What follows belongs to an exercise in optimizing a design on an open flow for small area and a short achievable clock period; a production flow would make more cautious choices. Where RTL was checked, it was by simulation tests only, not by an equivalence proof against the original. Power and IR drop assume default switching activity.

==> inputs of trial 31 <==
// id_stage
module id_stage #(
   parameter logic [31:0] NOP_WORD = 32'h0000_0000
) (
   input  logic        clk,
   input  logic        rst,
   input  logic [31:0] if_instruction,
   input  logic [31:0] if_pc,
   input  logic        freeze,
   input  logic        wb_en,
   input  logic [4:0]  wb_dest,
   input  logic [31:0] wb_value,
   output logic        branch_taken,
   output logic [31:0] branch_address,
   output logic [3:0]  ex_cmd,
   output logic [31:0] ex_val1,
   output logic [31:0] ex_val2,
   output logic [31:0] ex_st_val,
   output logic [4:0]  ex_dest,
   output logic        ex_wb_en,
   output logic        ex_mem_r_en,
   output logic        ex_mem_w_en,
   output logic [31:0] ex_pc
);
   localparam logic [5:0] OP_ADD  = 6'b000001, OP_SUB  = 6'b000011, OP_AND  = 6'b000101,
                          OP_OR   = 6'b000110, OP_NOR  = 6'b000111, OP_XOR  = 6'b001000,
                          OP_SLA  = 6'b001001, OP_SLL  = 6'b001010, OP_SRA  = 6'b001011,
                          OP_SRL  = 6'b001100, OP_ADDI = 6'b100000, OP_SUBI = 6'b100001,
                          OP_LD   = 6'b100100, OP_ST   = 6'b100101, OP_BEZ  = 6'b101000,
                          OP_BNE  = 6'b101001, OP_JMP  = 6'b101010;
   localparam logic [3:0] CMD_ADD = 4'b0000, CMD_SUB = 4'b0010, CMD_AND = 4'b0100,
                          CMD_OR  = 4'b0101, CMD_NOR = 4'b0110, CMD_XOR = 4'b0111,
                          CMD_SLA = 4'b1000, CMD_SLL = 4'b1001, CMD_SRA = 4'b1010,
                          CMD_SRL = 4'b1011;
   logic [31:1][31:0] rf, rf_d;
   logic [31:1]       rf_we, rf_hold;
   logic              pw_en;
   logic [4:0]        pw_dest;
   logic [31:0]       pw_val;
  ...
==> flow/config.mk <==
export PLATFORM = sky130hd
export DESIGN_NAME = id_stage
export DESIGN_NICKNAME = id_stage
export VERILOG_FILES = /design/flow/design.v
export SDC_FILE = /design/flow/constraint.sdc
export NUM_CORES = 4
export LEC_CHECK = 0
export CAP_MARGIN = 20
export CORE_MARGIN = 2
export CORE_UTILIZATION = 35
export PLACE_DENSITY = 0.5
export SETUP_SLACK_MARGIN = 3.0
export SLEW_MARGIN = 20
export SYNTH_HIERARCHICAL = 1
export TNS_END_PERCENT = 5
==> flow/constraint.sdc <==
create_clock -name core_clock -period 6.5 [get_ports {clk}]
set_input_delay 1.3000 -clock core_clock [delete_from_list [all_inputs] [get_ports {clk}]]
set_output_delay 1.3000 -clock core_clock [all_outputs]
set_load 0.01 [all_outputs]
standard.sh (not shown) runs the stock make flow with config.mk's settings and CLKGATE_MAP_FILE= SYNTH_SCRIPT=/design/flow/synth_recipe.tcl, a recipe that flattens the netlist after the stock synthesis.
==> flow/flow/run.sh <==
#!/bin/bash
# Layout: the standard ORFS flow (standard.sh: standard synthesis, floorplan, power
# grid, placement, CTS, routing), with three changes:
#  * ports are buffered with buf_1 instead of the delay cell buffer_ports picks by default
#    (repair_design/repair_timing still resize them where needed);
#  * the clock tree is built from clkbuf_16 in larger sink clusters, without dummy loads;
#  * the resizer may change a cell's footprint when sizing (MATCH_CELL_FOOTPRINT=0), so
#    flip-flops on critical paths can take a stronger drive.
# Each tool's full output stays under orfs/logs/; make's own output goes to standard.log.
set -euo pipefail
export BUFFER_PORTS_ARGS="-buffer_cell sky130_fd_sc_hd__buf_1"
export CTS_ARGS="-sink_clustering_enable -repair_clock_nets -buf_list sky130_fd_sc_hd__clkbuf_16 -sink_clustering_size 24 -sink_clustering_max_diameter 80 -dont_use_dummy_load"
export MAKEFLAGS="MATCH_CELL_FOOTPRINT=0"
bash standard.sh > standard.log 2>&1
==> build 25: changes against trial 31 <==
--- a/flow/design.v
+++ b/flow/design.v
@@ -88,79 +88,107 @@
    input  logic [31:0] b,
    output logic [1:0]  y
 );
    logic [31:0] x;
    id_xor32 u_x (.a(a), .b(b), .y(x));
    id_nz32h u_h (.x(x), .y(y));
 endmodule
+module id_o21ai (
+   input  logic [1:0] a,
+   input  logic       k,
+   output logic       y
+);
+   assign y = ~(k & (a[0] | a[1]));
+endmodule
+module id_nand2 (
+   input  logic a,
+   input  logic k,
+   output logic y
+);
+   assign y = ~(k & a);
+endmodule
 module id_dec5 (
    input  logic [4:0]  a,
    output logic [31:0] y
 );
    for (genvar i = 0; i < 32; i++) begin : g
       assign y[i] = a == 5'(i);
    end
 endmodule
-module id_br_hit (
+module id_br_ctl (
+   input  logic       freeze,
+   input  logic       rst,
    input  logic       wb_en,
    input  logic [4:0] wb_dest,
-   input  logic [4:0] r,
-   input  logic       r_nz,
-   output logic       h,
-   output logic       h_n
-);
-   assign h   = wb_en && wb_dest == r && r_nz;
-   assign h_n = !h;
-endmodule
-module id_t_z (
-   input  logic g,
+   input  logic [4:0] rs,
+   input  logic [4:0] rt,
+   input  logic       rs_nz,
+   input  logic       rt_nz,
+   input  logic       is_bez,
+   input  logic       is_bne,
+   input  logic       is_jmp,
+   output logic       k_jmp,      
+   output logic       k_z_wb,     
+   output logic       k_z_a,      
+   output logic       k_ne_wb_b,  
+   output logic       k_ne_a_wb,  
+   output logic       k_ne_ab     
+);
+   logic go, hit_a, hit_b;
+   assign go        = !freeze && !rst;
+   assign hit_a     = wb_en && wb_dest == rs && rs_nz;
+   assign hit_b     = wb_en && wb_dest == rt && rt_nz;
+   assign k_jmp     = go && is_jmp;
+   assign k_z_wb    = go && is_bez && hit_a;
+   assign k_z_a     = go && is_bez && !hit_a;
+   assign k_ne_wb_b = go && is_bne && hit_a && !hit_b;
+   assign k_ne_a_wb = go && is_bne && !hit_a && hit_b;
+   assign k_ne_ab   = go && is_bne && !hit_a && !hit_b;
+endmodule
+module id_and3 (
+   input  logic a,
+   input  logic b,
    input  logic c,
-   input  logic z,
    output logic y
 );
-   assign y = ~(g & c & z);
-endmodule
-module id_t_ne (
-   input  logic       g,
-   input  logic       c1,
-   input  logic       c2,
-   input  logic [1:0] a,
-   output logic       y
-);
-   assign y = ~(g & c1 & c2 & (a[0] | a[1]));
+   assign y = a & b & c;
 endmodule
-module id_nand6 (
-   input  logic [5:0] a,
-   output logic       y
+module id_nand4 (
+   input  logic a,
+   input  logic b,
+   input  logic c,
+   input  logic d,
+   output logic y
 );
-   assign y = ~(&a);
+   assign y = ~(a & b & c & d);
 endmodule
 module id_br_or (
-   input  logic       g_bez,
-   input  logic       g_bne,
-   input  logic       g_jmp,
-   input  logic       ha,
-   input  logic       ha_n,
-   input  logic       hb,
-   input  logic       hb_n,
+   input  logic       k_jmp,
+   input  logic       k_z_wb,
+   input  logic       k_z_a,
+   input  logic       k_ne_wb_b,
+   input  logic       k_ne_a_wb,
+   input  logic       k_ne_ab,
    input  logic       z_wb,
    input  logic       z_a,
    input  logic [1:0] ne_wb_b,
    input  logic [1:0] ne_a_wb,
    input  logic [1:0] ne_ab,
    output logic       taken
 );
    logic [5:0] t;    
-   id_t_z  u_t0 (.g(g_bez), .c(ha),   .z(z_wb), .y(t[0]));
-   id_t_z  u_t1 (.g(g_bez), .c(ha_n), .z(z_a),  .y(t[1]));
-   id_t_ne u_t2 (.g(g_bne), .c1(ha),   .c2(hb_n), .a(ne_wb_b), .y(t[2]));
-   id_t_ne u_t3 (.g(g_bne), .c1(ha_n), .c2(hb),   .a(ne_a_wb), .y(t[3]));
-   id_t_ne u_t4 (.g(g_bne), .c1(ha_n), .c2(hb_n), .a(ne_ab),   .y(t[4]));
-   assign t[5] = ~g_jmp;
-   id_nand6 u_or (.a(t), .y(taken));
+   logic       u;
+   id_nand2 u_t0 (.a(z_wb), .k(k_z_wb), .y(t[0]));
+   id_nand2 u_t1 (.a(z_a),  .k(k_z_a),  .y(t[1]));
+   id_o21ai u_t2 (.a(ne_wb_b), .k(k_ne_wb_b), .y(t[2]));
+   id_o21ai u_t3 (.a(ne_a_wb), .k(k_ne_a_wb), .y(t[3]));
+   id_o21ai u_t4 (.a(ne_ab),   .k(k_ne_ab),   .y(t[4]));
+   assign t[5] = ~k_jmp;
+   id_and3  u_u  (.a(t[1]), .b(t[4]), .c(t[5]), .y(u));
+   id_nand4 u_or (.a(t[0]), .b(t[2]), .c(t[3]), .d(u), .y(taken));
 endmodule
 module id_stage #(
    parameter logic [31:0] NOP_WORD = 32'h0000_0000
 ) (
    input  logic        clk,
    input  logic        rst,
    input  logic [31:0] if_instruction,
@@ -189,29 +217,20 @@
                           OP_BNE  = 6'b101001, OP_JMP  = 6'b101010;
    localparam logic [3:0] CMD_ADD = 4'b0000, CMD_SUB = 4'b0010, CMD_AND = 4'b0100,
                           CMD_OR  = 4'b0101, CMD_NOR = 4'b0110, CMD_XOR = 4'b0111,
                           CMD_SLA = 4'b1000, CMD_SLL = 4'b1001, CMD_SRA = 4'b1010,
                           CMD_SRL = 4'b1011;
    logic [31:1][31:0] rf, rf_d;
    logic [31:1]       rf_we, rf_hold;
-   logic              pw_en;
-   logic [4:0]        pw_dest;
-   logic [31:0]       pw_val;
-   logic [31:0]       pw_dec, wb_dec;
-   always_ff @(posedge clk) begin
-      pw_en   <= wb_en && wb_dest != 5'd0;
-      pw_dest <= wb_dest;
-      pw_val  <= wb_value;
-   end
-   id_dec5 u_dec_pw (.a(pw_dest), .y(pw_dec));
+   logic [31:0] wb_dec;
    id_dec5 u_dec_wb (.a(wb_dest), .y(wb_dec));
    for (genvar i = 1; i < 32; i++) begin : g_rf
-      assign rf_we[i]   = pw_en && pw_dec[i];
+      assign rf_we[i]   = wb_en && wb_dec[i];
       assign rf_hold[i] = !rf_we[i];
-      id_ld32 u_ld (.ld(rf_we[i]), .hold(rf_hold[i]), .d(pw_val), .q(rf[i]), .y(rf_d[i]));
+      id_ld32 u_ld (.ld(rf_we[i]), .hold(rf_hold[i]), .d(wb_value), .q(rf[i]), .y(rf_d[i]));
       always_ff @(posedge clk)
          rf[i] <= rf_d[i];
    end
    logic [31:0] ir;
    logic [31:0] pc_id;
    logic [31:2] tgt_q;         
    logic        valid;
@@ -227,36 +246,34 @@
    assign rd       = ir[15:11];
    assign imm_sext = {{16{ir[15]}}, ir[15:0]};
    logic hit_a, hit_b;
    assign hit_a = wb_en && wb_dest == rs && rs_nz;
    assign hit_b = wb_en && wb_dest == rt && rt_nz;
    logic [4:0]  nrs, nrt;
    logic        nhit_a, nhit_b;
-   logic [33:0] a_sel, b_sel;
-   logic [31:0] nrs_dec, nrt_dec;
+   logic [32:0] a_sel, b_sel;
    assign nrs    = if_instruction[25:21];
    assign nrt    = if_instruction[20:16];
    assign nhit_a = wb_en && wb_dest == nrs && nrs != 5'd0;
    assign nhit_b = wb_en && wb_dest == nrt && nrt != 5'd0;
+   logic [31:0] nrs_dec, nrt_dec;
    id_dec5 u_dec_rs (.a(nrs), .y(nrs_dec));
    id_dec5 u_dec_rt (.a(nrt), .y(nrt_dec));
    always_comb begin
       a_sel[0]  = freeze ? hit_a : nhit_a;
       b_sel[0]  = freeze ? hit_b : nhit_b;
       a_sel[32] = freeze && !hit_a;
       b_sel[32] = freeze && !hit_b;
-      a_sel[33] = !freeze && !nhit_a && pw_en && pw_dest == nrs;
-      b_sel[33] = !freeze && !nhit_b && pw_en && pw_dest == nrt;
       for (int i = 1; i < 32; i++) begin
-         a_sel[i] = !freeze && nrs_dec[i] && !(wb_en && wb_dec[i]) && !rf_we[i];
-         b_sel[i] = !freeze && nrt_dec[i] && !(wb_en && wb_dec[i]) && !rf_we[i];
+         a_sel[i] = !freeze && nrs_dec[i] && !rf_we[i];
+         b_sel[i] = !freeze && nrt_dec[i] && !rf_we[i];
       end
    end
-   function automatic logic [31:0] rf_pick(input logic [33:0] sel, input logic [31:0] q);
-      rf_pick = ({32{sel[0]}} & wb_value) | ({32{sel[32]}} & q) | ({32{sel[33]}} & pw_val);
+   function automatic logic [31:0] rf_pick(input logic [32:0] sel, input logic [31:0] q);
+      rf_pick = ({32{sel[0]}} & wb_value) | ({32{sel[32]}} & q);
       for (int i = 1; i < 32; i++)
          rf_pick = rf_pick | ({32{sel[i]}} & rf[i]);
    endfunction
    logic [3:0]  d_cmd;
    logic [4:0]  d_dest;
    logic        d_wb, d_mr, d_mw, use_imm;
    always_comb begin
@@ -291,30 +308,31 @@
    logic       z_wb, z_a;
    logic [1:0] ne_ab, ne_wb_b, ne_a_wb;
    id_zero32 u_z_wb    (.x(wb_value), .y(z_wb));
    id_zero32 u_z_a     (.x(a_q), .y(z_a));
    id_ne32h  u_ne_ab   (.a(a_q), .b(b_q), .y(ne_ab));
    id_ne32h  u_ne_wb_b (.a(wb_value), .b(b_q), .y(ne_wb_b));
    id_ne32h  u_ne_a_wb (.a(a_q), .b(wb_value), .y(ne_a_wb));
-   logic ha, ha_n, hb, hb_n, g_bez, g_bne, g_jmp;
-   id_br_hit u_hit_a (.wb_en(wb_en), .wb_dest(wb_dest), .r(rs), .r_nz(rs_nz), .h(ha), .h_n(ha_n));
-   id_br_hit u_hit_b (.wb_en(wb_en), .wb_dest(wb_dest), .r(rt), .r_nz(rt_nz), .h(hb), .h_n(hb_n));
-   assign g_bez = !freeze && !rst && bez_q;
-   assign g_bne = !freeze && !rst && bne_q;
-   assign g_jmp = !freeze && !rst && jmp_q;
+   logic k_jmp, k_z_wb, k_z_a, k_ne_wb_b, k_ne_a_wb, k_ne_ab;
+   id_br_ctl u_br_ctl (
+      .freeze(freeze), .rst(rst), .wb_en(wb_en), .wb_dest(wb_dest), .rs(rs), .rt(rt),
+      .rs_nz(rs_nz), .rt_nz(rt_nz), .is_bez(bez_q), .is_bne(bne_q), .is_jmp(jmp_q),
+      .k_jmp(k_jmp), .k_z_wb(k_z_wb), .k_z_a(k_z_a), .k_ne_wb_b(k_ne_wb_b),
+      .k_ne_a_wb(k_ne_a_wb), .k_ne_ab(k_ne_ab)
+   );
    logic taken_int;
    id_br_or u_br_or (
-      .g_bez(g_bez), .g_bne(g_bne), .g_jmp(g_jmp), .ha(ha), .ha_n(ha_n), .hb(hb), .hb_n(hb_n),
-      .z_wb(z_wb), .z_a(z_a), .ne_wb_b(ne_wb_b), .ne_a_wb(ne_a_wb), .ne_ab(ne_ab),
-      .taken(branch_taken)
+      .k_jmp(k_jmp), .k_z_wb(k_z_wb), .k_z_a(k_z_a), .k_ne_wb_b(k_ne_wb_b),
+      .k_ne_a_wb(k_ne_a_wb), .k_ne_ab(k_ne_ab), .z_wb(z_wb), .z_a(z_a),
+      .ne_wb_b(ne_wb_b), .ne_a_wb(ne_a_wb), .ne_ab(ne_ab), .taken(branch_taken)
    );
    id_br_or u_br_or_int (
-      .g_bez(g_bez), .g_bne(g_bne), .g_jmp(g_jmp), .ha(ha), .ha_n(ha_n), .hb(hb), .hb_n(hb_n),
-      .z_wb(z_wb), .z_a(z_a), .ne_wb_b(ne_wb_b), .ne_a_wb(ne_a_wb), .ne_ab(ne_ab),
-      .taken(taken_int)
+      .k_jmp(k_jmp), .k_z_wb(k_z_wb), .k_z_a(k_z_a), .k_ne_wb_b(k_ne_wb_b),
+      .k_ne_a_wb(k_ne_a_wb), .k_ne_ab(k_ne_ab), .z_wb(z_wb), .z_a(z_a),
+      .ne_wb_b(ne_wb_b), .ne_a_wb(ne_a_wb), .ne_ab(ne_ab), .taken(taken_int)
    );
    assign branch_address = is_br ? {tgt_q, pc_id[1:0]} : 32'd0;
    logic [5:0]  nop;
    assign nop = if_instruction[31:26];
    logic [17:0] nt_lo;
    logic [13:0] nt_hi, pc_inc, pc_dec;
    logic [14:0] c_inc, c_dec;
==> run notes <==
Non-clock buffer count: build 25 is lower than trial 31 (13). Against trial 31, the combinational power of build 25 is higher by about 6%. Between build 25 and trial 31, the lower sequential cell count is in build 25 (gap 38). In build 25 the design area is lower than in trial 31, by about 3.4%.
==> figures <==
| metric | trial 31 | build 25 |
|---|---|---|
| Result of the run | timing/DRC/antenna clean | timing/DRC/antenna clean |
| Number of multi-input logic gates | 3,527 | 3,384 |
| Peak supply drop | 0.2370 mV | 0.2400 mV |
| DIE AREA | 169,000 um2 | 161,800 um2 |
| Clock group | 5180 uW | 4820 uW |
| Worst-case clock skew | 0.08336 ns | 0.08800 ns |
| Final worst-path cycle share | 0.6665 | 0.6426 |
| Flip-flop and latch share of the layout cell area | 0.4254 | 0.4274 |
| Final cell area excluding filler cells | 62,650 um2 | 60,510 um2 |
| Clock-cell share of area | 0.03236 | 0.02977 |
No functional check of the RTL was part of trial 31.

==> what the ideal ports hide <==
Ports are ideal in the flow. The routed layouts listed here were re-timed in OpenROAD.
Step 1 sets driving cells, clkbuf_16 on the clock port and buf_2 on the other inputs (assumed; they add their load-dependent delay and slew).
Step 2 adds t to the input delays and takes it off the output delays; t is the mean of the earliest and latest rising clock arrival at the registers after step 1. Input paths then give back, and output paths get back, about the clock's delay inside the block.
a / b / c = no drivers / after step 1 / after step 2; a / b = the first two.
| run | t (ns) | slack for setup (ns) | worst setup path at the end | clock arrival spread, ns | slew at the worst register clock pin (ns) |
|---|---|---|---|---|---|
| trial 31 | 0.823 | 2.168 / 2.078 / 1.726 | input to register | 0.097 / 0.098 | 0.11 / 0.11 |
| build 25 | 0.789 | 2.323 / 2.241 / 1.757 | input to register | 0.089 / 0.089 | 0.11 / 0.11 |
After both steps every run listed still meets setup and hold. The setup slack of build 25, which loses most, moves by -0.082 ns with the drivers and by -0.566 ns with both steps.
